From an optimization exercise on the open Yosys and OpenROAD flow, aimed at small area; shortcuts taken in it are not production practice. In this exercise RTL edits were held to simulation tests only and were not proved equivalent to the original. The flow treats the clock pin as an ideal source, which a real chip does not have. Power and IR drop assume default switching activity.

// pir_motion_event_detector_core
module pir_motion_event_detector_core #(
  parameter int unsigned TIME_WIDTH = 32
) (
  input  logic                             clk,
  input  logic                             rst,
  input  logic                             s_tvalid,
  output logic                             s_tready,
  input  logic [39:0]                      s_tdata,   
  output logic                             m_tvalid,
  input  logic                             m_tready,
  output logic [39:0]                      m_tdata,   
  output logic [pmed_pkg::CodeWidth-1:0]   m_tuser,   
  input  logic                             cfg_valid,
  output logic                             cfg_ready,
  input  logic [pmed_pkg::CfgIdxWidth-1:0] cfg_index,
  input  logic [pmed_pkg::CfgDataW-1:0]    cfg_data
);
For scale: ~650 cells after synthesis, ~120 I/O pins.
Settings: LEC_CHECK=0, CAP_MARGIN=5, CORE_MARGIN=2, CORE_UTILIZATION=50, CTS_BUF_LIST=sky130_fd_sc_hd__clkbuf_8, CTS_CLUSTER_DIAMETER=100, CTS_CLUSTER_SIZE=30, GPL_TIMING_DRIVEN=0, SLEW_MARGIN=5, SYNTH_HIERARCHICAL=1, BUFFER_PORTS_ARGS=-buffer_cell sky130_fd_sc_hd__buf_1, CTS_ARGS=-sink_clustering_enable -repair_clock_nets -sink_clustering_size 30 -sink_clustering_max_diameter 100 -buf_list sky130_fd_sc_hd__clkbuf_4 -root_buf sky130_fd_sc_hd__clkbuf_8 -dont_use_dummy_load, POST_CTS_TCL=/design/flow/flow/post_cts.tcl; clock period 7.5 ns.
standard.sh (not shown) runs the stock make flow with config.mk's settings and CLKGATE_MAP_FILE= SYNTH_SCRIPT=/design/flow/synth_recipe.tcl, a recipe that flattens the netlist after the stock synthesis.
==> flow/flow/run.sh <==
#!/bin/bash
set -euo pipefail
cat >> config.mk <<EOM
export BUFFER_PORTS_ARGS = -buffer_cell sky130_fd_sc_hd__buf_1
export CTS_ARGS = -sink_clustering_enable -repair_clock_nets -sink_clustering_size 30 -sink_clustering_max_diameter 100 -buf_list sky130_fd_sc_hd__clkbuf_4 -root_buf sky130_fd_sc_hd__clkbuf_8 -dont_use_dummy_load
export POST_CTS_TCL = $(pwd)/flow/post_cts.tcl
EOM
bash standard.sh > standard_flow.log 2>&1
==> flow/flow/post_cts.tcl <==
# After clock tree synthesis: downsize gates on paths with slack to spare.
# Global routing's repair_design and repair_timing run after this and fix any
# slew, capacitance or setup violation the downsizing leaves.
puts "Downsizing gates on paths with slack to spare..."
estimate_parasitics -placement
repair_timing -recover_power 100 -verbose
report_worst_slack
Next try:
- CORE_UTILIZATION: 50 -> 40
Result: Total power rises slightly; non-clock buffer count falls by 3; register-to-register slack stays flat; final area rises slightly; setup slack loses 6.6 ps; wire length rises by a few percent.

build 79:
pir_motion_event_detector_core again, from the RTL that the note above started with.
==> flow/design.v (excerpt) <==
module pir_motion_event_detector_core #(
  parameter int unsigned TIME_WIDTH = 32
) (
  input  logic                             clk,
  input  logic                             rst,
  input  logic                             s_tvalid,
  output logic                             s_tready,
  input  logic [39:0]                      s_tdata,   
  output logic                             m_tvalid,
  input  logic                             m_tready,
  output logic [39:0]                      m_tdata,   
  output logic [pmed_pkg::CodeWidth-1:0]   m_tuser,   
  input  logic                             cfg_valid,
  output logic                             cfg_ready,
  input  logic [pmed_pkg::CfgIdxWidth-1:0] cfg_index,
  input  logic [pmed_pkg::CfgDataW-1:0]    cfg_data
);
  pmed_pkg::cfg_t cfg;
  logic                           out_valid;
  logic [pmed_pkg::PortTimeW-1:0] out_time;
  logic [pmed_pkg::CodeWidth-1:0] out_code;
  assign cfg_ready = 1'b1;
  pmed_cfg_regs u_cfg (
    .clk      (clk),
    .rst      (rst),
    .wr_en    (cfg_valid),
    .wr_index (cfg_index),
    .wr_data  (cfg_data),
    .cfg      (cfg)
  );
  assign s_tready = ~out_valid | m_tready;
  pmed_event_logic u_logic (
    .clk          (clk),
    .rst          (rst),
    .accept       (s_tvalid & s_tready),
    .take         (m_tready),
    .motion_level (s_tdata[0]),
    .now_ms       (s_tdata[pmed_pkg::PortTimeW:1]),
    .cfg          (cfg),
    .out_valid    (out_valid),
    .out_code     (out_code),
    .out_time     (out_time)
  );
  assign m_tvalid = out_valid;
  assign m_tdata  = {cfg.sensor_id, out_time};
  assign m_tuser  = out_code;
endmodule
Settings: LEC_CHECK=0, CAP_MARGIN=5, CORE_MARGIN=2, CORE_UTILIZATION=55, CTS_BUF_LIST=sky130_fd_sc_hd__clkbuf_8, CTS_CLUSTER_DIAMETER=100, CTS_CLUSTER_SIZE=30, GPL_TIMING_DRIVEN=0, SLEW_MARGIN=5, SYNTH_HIERARCHICAL=1, BUFFER_PORTS_ARGS=-buffer_cell sky130_fd_sc_hd__buf_1, CTS_ARGS=-sink_clustering_enable -repair_clock_nets -sink_clustering_size 30 -sink_clustering_max_diameter 100 -buf_list "sky130_fd_sc_hd__clkbuf_4 sky130_fd_sc_hd__clkbuf_8" -dont_use_dummy_load, POST_CTS_TCL=/design/flow/flow/post_cts.tcl; clock period 7.5 ns.
==> flow/flow/run.sh <==
#!/bin/bash
set -euo pipefail
cat >> config.mk <<EOM
export BUFFER_PORTS_ARGS = -buffer_cell sky130_fd_sc_hd__buf_1
export CTS_ARGS = -sink_clustering_enable -repair_clock_nets -sink_clustering_size 30 -sink_clustering_max_diameter 100 -buf_list "sky130_fd_sc_hd__clkbuf_4 sky130_fd_sc_hd__clkbuf_8" -dont_use_dummy_load
export POST_CTS_TCL = $(pwd)/flow/post_cts.tcl
EOM
bash standard.sh > standard_flow.log 2>&1
Scripts as last shown in full above: flow/flow/post_cts.tcl
## Diff of input files: build 77 against build 79
- CORE_UTILIZATION now 40, was 55
Results
Build 77 has less setup slack than build 79. Build 79 has lower portion of total power attributed to combinational logic than build 77. | sequential share of cell area | build 77 vs build 79 | 0.19 points lower |. Against build 79, build 77 reports a post-route met1 wirelength that is higher. Of build 77 and build 79, the run reporting the lower minimum clock period was build 79. Routed wire in build 77 totals more than in build 79. Going from build 79 to build 77, total via count in the routed design grew slightly. On total chip power, build 77 and build 79 are basically level. Final design area excluding fillers deteriorates in build 77 relative to build 79. Build 77 vs build 79 — switching component of the power dropped about 0.5%. Looking at share of the final layout cell area in multi-input gates, build 77 sits 0.57 points lower than build 79 does.
Inputs modified between build 77 and build 60:
- RECOVER_POWER newly set to 100
- POST_CTS_TCL removed (was /design/flow/flow/post_cts.tcl)
==> flow/flow/run.sh <==
#!/bin/bash
set -euo pipefail
cat >> config.mk <<'EOM'
export BUFFER_PORTS_ARGS = -buffer_cell sky130_fd_sc_hd__buf_1
export RECOVER_POWER = 100
export CTS_ARGS = -sink_clustering_enable -repair_clock_nets -sink_clustering_size 30 -sink_clustering_max_diameter 100 -buf_list "sky130_fd_sc_hd__clkbuf_4 sky130_fd_sc_hd__clkbuf_8" -dont_use_dummy_load
EOM
bash standard.sh > standard_flow.log 2>&1
removed: flow/flow/post_cts.tcl
Notes after the runs:
To summarise build 60: no stage aborted, but the layout did not pass its checks, failing on capacitance limit, slew limit.
Between build 60 and build 77, the difference in sequential cell area share is negligible.
In the metrics for build 60 and build 77, the one carrying the higher switching component of the power is build 77.
Looking at build 60 and build 77, the number of non-filler instances in the completed layout is a wash.
Status: worst path setup slack after routing parity (build 60, build 77)
Build 60 — share of cells above drive strength 1 0.74 points lower, build 77 as reference
The inputs of build 12 differ from those of build 60 as listed below.
- CORE_UTILIZATION changed from 40 to 45
- RECOVER_POWER removed (was 100)
- CTS_ARGS changed from -sink_clustering_enable -repair_clock_nets -sink_clustering_size 30 -sink_clustering_max_diameter 100 -buf_list "sky130_fd_sc_hd__clkbuf_4 sky130_fd_sc_hd__clkbuf_8" -dont_use_dummy_load to -sink_clustering_enable -repair_clock_nets -sink_clustering_size 30 -sink_clustering_max_diameter 100 -buf_list sky130_fd_sc_hd__clkbuf_4 -root_buf sky130_fd_sc_hd__clkbuf_8 -dont_use_dummy_load
- POST_CTS_TCL newly set to /design/flow/flow/post_cts.tcl
==> flow/flow/run.sh <==
#!/bin/bash
set -euo pipefail
cat >> config.mk <<EOM
export BUFFER_PORTS_ARGS = -buffer_cell sky130_fd_sc_hd__buf_1
export CTS_ARGS = -sink_clustering_enable -repair_clock_nets -sink_clustering_size 30 -sink_clustering_max_diameter 100 -buf_list sky130_fd_sc_hd__clkbuf_4 -root_buf sky130_fd_sc_hd__clkbuf_8 -dont_use_dummy_load
export POST_CTS_TCL = $(pwd)/flow/post_cts.tcl
EOM
bash standard.sh > standard_flow.log 2>&1
==> flow/flow/post_cts.tcl (new file) <==
# After clock tree synthesis: downsize gates on paths with slack to spare.
# Global routing's repair_design and repair_timing run after this and fix any
# slew, capacitance or setup violation the downsizing leaves.
puts "Downsizing gates on paths with slack to spare..."
estimate_parasitics -placement
repair_timing -recover_power 100 -verbose
report_worst_slack
Results
- Build 12 ran to completion and came out clean on the timing, design-rule and antenna checks.
- Diff build 60 -> build 12: relative slew slack has increased, global-route usage has increased, final critical-path required period has increased.
- The final reports for build 12 and build 60 show met3 track demand over resource in global routing higher in the former.
- Final setup skew in build 12 vs build 60: down 0.0054 ns
- Lower combinational power share was reported by build 60, not build 12.
- Portion of the clock cycle consumed by the worst path in the final layout sits higher in build 12 than in build 60.
- Lower via count among build 60 and build 12: build 12

pir_motion_event_detector_core again, from the RTL that the note above started with.
export LEC_CHECK = 0
export CAP_MARGIN = 5
export CORE_MARGIN = 2
export CORE_UTILIZATION = 40
export CTS_BUF_LIST = sky130_fd_sc_hd__clkbuf_8
export CTS_CLUSTER_DIAMETER = 100
export CTS_CLUSTER_SIZE = 30
export GPL_TIMING_DRIVEN = 0
export SLEW_MARGIN = 5
export SYNTH_HIERARCHICAL = 1
export BUFFER_PORTS_ARGS = -buffer_cell sky130_fd_sc_hd__buf_1
export CTS_ARGS = -sink_clustering_enable -repair_clock_nets -sink_clustering_size 40 -sink_clustering_max_diameter 400 -sink_clustering_levels 1 -buf_list "sky130_fd_sc_hd__clkbuf_8" -dont_use_dummy_load
create_clock -name core_clock -period 7.5 [get_ports {clk}]
==> flow/flow/run.sh <==
#!/bin/bash
set -euo pipefail
cat >> config.mk <<'EOM'
export BUFFER_PORTS_ARGS = -buffer_cell sky130_fd_sc_hd__buf_1
export CTS_ARGS = -sink_clustering_enable -repair_clock_nets -sink_clustering_size 40 -sink_clustering_max_diameter 400 -sink_clustering_levels 1 -buf_list "sky130_fd_sc_hd__clkbuf_8" -dont_use_dummy_load
EOM
bash standard.sh > standard_flow.log 2>&1
The first run completed without violations.
Then changed:
==> flow/flow/run.sh (replaced) <==
#!/bin/bash
set -euo pipefail
cat >> config.mk <<EOM
export BUFFER_PORTS_ARGS = -buffer_cell sky130_fd_sc_hd__buf_1
export CTS_ARGS = -sink_clustering_enable -repair_clock_nets -sink_clustering_size 30 -sink_clustering_max_diameter 100 -buf_list sky130_fd_sc_hd__clkbuf_4 -root_buf sky130_fd_sc_hd__clkbuf_8 -dont_use_dummy_load
export POST_CTS_TCL = $(pwd)/flow/post_cts.tcl
export POST_FLOORPLAN_TCL = $(pwd)/flow/post_floorplan.tcl
EOM
bash standard.sh > standard_flow.log 2>&1
==> flow/flow/post_cts.tcl (new file) <==
# After clock tree synthesis: downsize gates on paths with slack to spare.
# Global routing's repair_design and repair_timing run after this and fix any
# slew, capacitance or setup violation the downsizing leaves.
puts "Downsizing gates on paths with slack to spare..."
estimate_parasitics -placement
repair_timing -recover_power 100 -verbose
report_worst_slack
==> flow/flow/post_floorplan.tcl (new file) <==
# After floorplan: put every combinational cell that synthesis sized up back to
# drive strength 1 (same function, same footprint family). The repair steps of
# placement, clock tree synthesis and global routing size cells up again where
# timing, slew or capacitance need it. Flip-flops are left as they are.
puts "Sizing combinational cells down to drive strength 1..."
set count 0
foreach inst [[ord::get_db_block] getInsts] {
  set master [[$inst getMaster] getName]
  if { ![regexp {^(sky130_fd_sc_hd__[a-z0-9]+)_([0-9]+)$} $master -> base drive] } { continue }
  if { $drive <= 1 } { continue }
  if { [regexp {^sky130_fd_sc_hd__(df|edf|sdf|dl|clk|conb|tap|fill|decap)} $base] } { continue }
  set target "${base}_1"
  if { [[ord::get_db] findMaster $target] eq "NULL" } { continue }
  replace_cell [get_cells [$inst getName]] $target
  incr count
}
puts "Sized $count cells down."
- CORE_UTILIZATION: 40 -> 45
- CTS_ARGS: -sink_clustering_enable -repair_clock_nets -sink_clustering_size 40 -sink_clustering_max_diameter 400 -sink_clustering_levels 1 -buf_list "sky130_fd_sc_hd__clkbuf_8" -dont_use_dummy_load -> -sink_clustering_enable -repair_clock_nets -sink_clustering_size 30 -sink_clustering_max_diameter 100 -buf_list sky130_fd_sc_hd__clkbuf_4 -root_buf sky130_fd_sc_hd__clkbuf_8 -dont_use_dummy_load
- POST_CTS_TCL: default -> /design/flow/flow/post_cts.tcl
- POST_FLOORPLAN_TCL: default -> /design/flow/flow/post_floorplan.tcl
Core utilization climbs by 3.1 points. Setup slack degrades by 66 ps. Die area decreases by 11%.
Then changed:
==> flow/flow/run.sh (replaced) <==
#!/bin/bash
set -euo pipefail
cat >> config.mk <<'EOM'
export BUFFER_PORTS_ARGS = -buffer_cell sky130_fd_sc_hd__buf_1
export CTS_ARGS = -sink_clustering_enable -repair_clock_nets -sink_clustering_size 30 -sink_clustering_max_diameter 100 -buf_list "sky130_fd_sc_hd__clkbuf_4 sky130_fd_sc_hd__clkbuf_8" -dont_use_dummy_load
EOM
bash standard.sh > standard_flow.log 2>&1
- CORE_UTILIZATION: 45 -> 40
- CTS_ARGS: -sink_clustering_enable -repair_clock_nets -sink_clustering_size 30 -sink_clustering_max_diameter 100 -buf_list sky130_fd_sc_hd__clkbuf_4 -root_buf sky130_fd_sc_hd__clkbuf_8 -dont_use_dummy_load -> -sink_clustering_enable -repair_clock_nets -sink_clustering_size 30 -sink_clustering_max_diameter 100 -buf_list "sky130_fd_sc_hd__clkbuf_4 sky130_fd_sc_hd__clkbuf_8" -dont_use_dummy_load
- POST_CTS_TCL: /design/flow/flow/post_cts.tcl -> default
- POST_FLOORPLAN_TCL: /design/flow/flow/post_floorplan.tcl -> default
removed: flow/flow/post_cts.tcl
removed: flow/flow/post_floorplan.tcl
Result:
- via count stays flat
- wire length rises by 1.1%
- clock-buffer cell count stays the same
- worst setup slack improved by 66 ps
- register-to-register slack improved by 70 ps
- total power grows by about 8%
- cell count goes up by 3.8%
Then changed:
--- a/flow/flow/run.sh
+++ b/flow/flow/run.sh
@@ -4,2 +4,3 @@
 export BUFFER_PORTS_ARGS = -buffer_cell sky130_fd_sc_hd__buf_1
+export RECOVER_POWER = 100
 export CTS_ARGS = -sink_clustering_enable -repair_clock_nets -sink_clustering_size 30 -sink_clustering_max_diameter 100 -buf_list "sky130_fd_sc_hd__clkbuf_4 sky130_fd_sc_hd__clkbuf_8" -dont_use_dummy_load
- CAP_MARGIN: 5 -> 20
- RECOVER_POWER: default -> 100
- SLEW_MARGIN: 5 -> 20
What happened:
- Now the flow ran to the end with violations: max-capacitance violations, max-slew violations
- global-route usage rises by 0.16 points
- combinational power falls by about 1%
- setup slack loses 110 ps
- area after synthesis is unchanged
- hold slack gains 11 ps
- total power falls by 0.32%
Then changed:
--- a/flow/flow/run.sh
+++ b/flow/flow/run.sh
@@ -4,3 +4,2 @@
 export BUFFER_PORTS_ARGS = -buffer_cell sky130_fd_sc_hd__buf_1
-export RECOVER_POWER = 100
 export CTS_ARGS = -sink_clustering_enable -repair_clock_nets -sink_clustering_size 30 -sink_clustering_max_diameter 100 -buf_list "sky130_fd_sc_hd__clkbuf_4 sky130_fd_sc_hd__clkbuf_8" -dont_use_dummy_load
- RECOVER_POWER: 100 -> default
This time the run finished clean. Final cell count stays the same. Utilization climbs by 0.76 points. Flip-flop and latch count is unchanged. Setup slack gets better by 4.4 ps. Critical path depth does not change. Total power climbs by about 0.7%. Non-clock buffer count stays the same. Maximum frequency hardly moves.

== run C ==
The RTL this note starts from:
==> flow/design.v <==
package pmed_pkg;
  localparam int unsigned CodeWidth   = 2;
  localparam int unsigned PortTimeW   = 32;
  localparam int unsigned RegTimeW    = 24;
  localparam int unsigned SensorWidth = 8;
  localparam int unsigned CfgIdxWidth = 8;
  localparam int unsigned CfgDataW    = 24;
  typedef enum logic [CodeWidth-1:0] {
    EV_CALIBRATING = 2'd0,
    EV_ACTIVE      = 2'd1,
    EV_DETECTED    = 2'd2,
    EV_ENDED       = 2'd3
  } event_code_t;
  localparam logic [CfgIdxWidth-1:0] REG_CALIB_TIME = 8'd0;
  localparam logic [CfgIdxWidth-1:0] REG_PAUSE_TIME = 8'd1;
  localparam logic [CfgIdxWidth-1:0] REG_SENSOR_ID  = 8'd2;
  localparam logic [RegTimeW-1:0]    CALIB_RESET  = 24'd30000;
  localparam logic [RegTimeW-1:0]    PAUSE_RESET  = 24'd5000;
  localparam logic [SensorWidth-1:0] SENSOR_RESET = 8'd0;
  typedef struct packed {
    logic [RegTimeW-1:0]    calib_time;
    logic [RegTimeW-1:0]    pause_time;
    logic [SensorWidth-1:0] sensor_id;
  } cfg_t;
  typedef struct packed {
    logic                   emit;
    event_code_t            code;
    logic [PortTimeW-1:0]   event_time;
    logic [SensorWidth-1:0] sensor;
  } result_t;
endpackage
module pmed_cfg_regs (
  input  logic                             clk,
  input  logic                             rst,
  input  logic                             wr_en,
  input  logic [pmed_pkg::CfgIdxWidth-1:0] wr_index,
  input  logic [pmed_pkg::CfgDataW-1:0]    wr_data,
  output pmed_pkg::cfg_t                   cfg
);
  pmed_pkg::cfg_t regs;
  always_ff @(posedge clk) begin
    if (rst) begin
      regs.calib_time <= pmed_pkg::CALIB_RESET;
      regs.pause_time <= pmed_pkg::PAUSE_RESET;
      regs.sensor_id  <= pmed_pkg::SENSOR_RESET;
    end else if (wr_en) begin
      case (wr_index)
        pmed_pkg::REG_CALIB_TIME: regs.calib_time <= wr_data;
        pmed_pkg::REG_PAUSE_TIME: regs.pause_time <= wr_data;
        pmed_pkg::REG_SENSOR_ID:  regs.sensor_id  <= wr_data[pmed_pkg::SensorWidth-1:0];
        default: ;
      endcase
    end
  end
  assign cfg = regs;
endmodule
module pmed_event_logic (
  input  logic                           clk,
  input  logic                           rst,
  input  logic                           accept,
  input  logic                           take,
  input  logic                           motion_level,
  input  logic [pmed_pkg::PortTimeW-1:0] now_ms,
  input  pmed_pkg::cfg_t                 cfg,
  output logic                           out_valid,
  output logic [pmed_pkg::CodeWidth-1:0] out_code,
  output logic [pmed_pkg::PortTimeW-1:0] out_time
);
  localparam int unsigned TW = pmed_pkg::PortTimeW;
  logic          started;
  logic          calibrated;
  logic          armed;
  logic          low_pending;
  logic          just_calibrated;
  logic [TW-1:0] mark;
  logic [pmed_pkg::RegTimeW-1:0] limit;
  logic          pass;
  logic          cal_done;
  logic          detected;
  logic          ended;
  logic          emit;
  logic [TW-1:0] duration;
  assign limit = calibrated ? cfg.pause_time : cfg.calib_time;
  always_comb begin
    logic [TW-1:0] a, b, c, cs_s, cs_c;
    logic          cy, below;
    a    = mark;
    b    = {{(TW-pmed_pkg::RegTimeW){1'b0}}, limit};
    c    = ~now_ms;
    cs_s = a ^ b ^ c;
    cs_c = (a & b) | (a & c) | (b & c);
    cy = cs_s[0];
    for (int i = 1; i < TW; i++) begin
      cy = (cs_s[i] & cs_c[i-1]) | (cy & (cs_s[i] | cs_c[i-1]));
    end
    below = 1'b0;
    for (int i = 0; i < TW; i++) begin
      below = (~now_ms[i] & mark[i]) | (below & ~(now_ms[i] & ~mark[i]));
    end
    pass = below ? ~(cs_c[TW-1] & cy) : ~(cs_c[TW-1] | cy);
  end
  assign cal_done = ~calibrated & started & pass;
  assign detected = calibrated & motion_level & armed;
  assign ended    = calibrated & ~motion_level & ~armed & ~low_pending & pass;
  assign emit     = ~calibrated | detected | ended;
  always_comb begin
    logic [TW-1:0] a, b, c, x, y;
    logic [TW:0]   cy;
    a = ~now_ms;
    b = {{(TW-pmed_pkg::RegTimeW){1'b0}}, cfg.pause_time};
    c = out_time;
    x = a ^ b ^ c;
    y = {(a[TW-2:0] & b[TW-2:0]) | (a[TW-2:0] & c[TW-2:0]) | (b[TW-2:0] & c[TW-2:0]), 1'b0};
    duration = ~(x + y);
  end
  always_ff @(posedge clk) begin
    if (rst) begin
      started         <= 1'b0;
      calibrated      <= 1'b0;
      armed           <= 1'b1;
      low_pending     <= 1'b0;
      just_calibrated <= 1'b0;
    end else if (accept) begin
      started         <= 1'b1;
      just_calibrated <= cal_done;
      if (cal_done) calibrated <= 1'b1;
      if (calibrated) begin
        if (motion_level) begin
          low_pending <= 1'b1;
          if (armed) armed <= 1'b0;
        end else begin
          low_pending <= 1'b0;
          if (ended) armed <= 1'b1;
        end
      end
    end
  end
  always_ff @(posedge clk) begin
    if (accept & (~started | (calibrated & ~motion_level & low_pending))) begin
      mark <= now_ms;
    end
  end
  always_ff @(posedge clk) begin
    if (rst) begin
      out_valid <= 1'b0;
    end else if (accept) begin
      out_valid <= emit;
    end else if (take) begin
      out_valid <= 1'b0;
    end
  end
  always_ff @(posedge clk) begin
    if (accept & emit) begin
      out_time <= ended ? duration : now_ms;
    end
  end
  assign out_code = {calibrated & ~just_calibrated, calibrated & armed};
endmodule
module pir_motion_event_detector_core #(
  parameter int unsigned TIME_WIDTH = 32
) (
  input  logic                             clk,
  input  logic                             rst,
  input  logic                             s_tvalid,
  output logic                             s_tready,
  input  logic [39:0]                      s_tdata,   
  output logic                             m_tvalid,
  input  logic                             m_tready,
  output logic [39:0]                      m_tdata,   
  output logic [pmed_pkg::CodeWidth-1:0]   m_tuser,   
  input  logic                             cfg_valid,
  output logic                             cfg_ready,
  input  logic [pmed_pkg::CfgIdxWidth-1:0] cfg_index,
  input  logic [pmed_pkg::CfgDataW-1:0]    cfg_data
);
  pmed_pkg::cfg_t cfg;
  logic                           out_valid;
  logic [pmed_pkg::PortTimeW-1:0] out_time;
  logic [pmed_pkg::CodeWidth-1:0] out_code;
  assign cfg_ready = 1'b1;
  pmed_cfg_regs u_cfg (
    .clk      (clk),
    .rst      (rst),
    .wr_en    (cfg_valid),
    .wr_index (cfg_index),
    .wr_data  (cfg_data),
    .cfg      (cfg)
  );
  assign s_tready = ~out_valid | m_tready;
  pmed_event_logic u_logic (
    .clk          (clk),
    .rst          (rst),
    .accept       (s_tvalid & s_tready),
    .take         (m_tready),
    .motion_level (s_tdata[0]),
    .now_ms       (s_tdata[pmed_pkg::PortTimeW:1]),
    .cfg          (cfg),
    .out_valid    (out_valid),
    .out_code     (out_code),
    .out_time     (out_time)
  );
  assign m_tvalid = out_valid;
  assign m_tdata  = {cfg.sensor_id, out_time};
  assign m_tuser  = out_code;
endmodule
make LEC_CHECK=0 CAP_MARGIN=20 CORE_MARGIN=2 CORE_UTILIZATION=40 CTS_BUF_LIST=sky130_fd_sc_hd__clkbuf_8 CTS_CLUSTER_DIAMETER=100 CTS_CLUSTER_SIZE=30 SLEW_MARGIN=20 finish   # period 7.5 ns
run.sh (not shown) runs the stock make flow with config.mk's settings and CLKGATE_MAP_FILE= SYNTH_SCRIPT=/design/flow/synth_recipe.tcl, a recipe that flattens the netlist after the stock synthesis.
Stock flow here: none of the scripts above is used.
Run C reached the final stage; the timing, design-rule and antenna checks on its layout passed.
The inputs of run G differ from those of run C as listed below.
# run C
export LEC_CHECK = 0
export CAP_MARGIN = 20
export CORE_MARGIN = 2
export CORE_UTILIZATION = 40
export CTS_BUF_LIST = sky130_fd_sc_hd__clkbuf_8
export CTS_CLUSTER_DIAMETER = 100
export CTS_CLUSTER_SIZE = 30
export SLEW_MARGIN = 20
create_clock -name core_clock -period 7.5 [get_ports {clk}]
# run G
export LEC_CHECK = 0
export CAP_MARGIN = 20
export CORE_MARGIN = 2
export CORE_UTILIZATION = 40
export SLEW_MARGIN = 20
create_clock -name core_clock -period 7.5 [get_ports {clk}]
==> run summary <==
- Sequential share of power in run G vs run C: down 4.5 points
- Sort run G and run C by fraction of the core area covered by cells at the end of the flow asc -> top: run C
- Run G completed every stage of the flow, and the final layout passed the timing, design-rule and antenna checks.
- Taking run C as the reference point, the post-route worst setup slack of run G falls by 0.047 ns.
- Changes observed in run G relative to run C: wire length on met3 went up by 0.92%, power went up by 12%.

-- afterwards: timing with drivers on the ports --
Ports are ideal in the flow. The routed layouts listed here were re-timed in OpenROAD.
Step 1, drivers: a clkbuf_16 drives clk and a buf_2 each remaining input, both assumed.
Step 2 times the ports against the registers' clock, not the clock port: input delays grow and output delays shrink by t, the midpoint of the rising clock arrivals with the driver on.
a / b / c = ideal ports / drivers / drivers and shift; a / b = the first two.
run | shift t [ns] | setup slack, ns | worst setup path at the end | latest minus earliest clock arrival (ns) | worst register clock-pin slew, ns
the first run of note 1 | 0.435 | 0.361 / 0.378 / -0.057 | input to register | 0.039 / 0.039 | 0.11 / 0.11
the second run of note 1 | 0.449 | 0.355 / 0.371 / -0.078 | input to register | 0.048 / 0.048 | 0.12 / 0.12
build 79 | 0.475 | 0.332 / 0.348 / -0.127 | input to register | 0.018 / 0.018 | 0.07 / 0.07
build 77 | 0.464 | 0.306 / 0.324 / -0.140 | input to register | 0.029 / 0.030 | 0.08 / 0.08
build 60 | 0.463 | 0.304 / 0.322 / -0.141 | input to register | 0.032 / 0.032 | 0.08 / 0.08
build 12 | 0.443 | 0.293 / 0.304 / -0.139 | input to register | 0.026 / 0.026 | 0.11 / 0.11
the first run of note 3 | 0.463 | 0.312 / 0.329 / -0.134 | input to register | 0.032 / 0.032 | 0.08 / 0.08
the second run of note 3 | 0.438 | 0.246 / 0.247 / -0.191 | input to register | 0.028 / 0.027 | 0.11 / 0.11
the third run of note 3 | 0.463 | 0.312 / 0.329 / -0.134 | input to register | 0.032 / 0.032 | 0.08 / 0.08
the fourth run of note 3 | 0.464 | 0.202 / 0.219 / -0.245 | input to register | 0.031 / 0.030 | 0.08 / 0.08
the fifth run of note 3 | 0.470 | 0.206 / 0.225 / -0.244 | input to register | 0.030 / 0.031 | 0.08 / 0.08
run C | 0.497 | 1.800 / 1.822 / 1.324 | input to register | 0.019 / 0.019 | 0.10 / 0.10
run G | 0.472 | 1.754 / 1.778 / 1.307 | input to register | 0.014 / 0.013 | 0.07 / 0.07
For run C, which loses most, drivers alone change the setup slack by +0.022 ns; drivers and shift together by -0.476 ns.
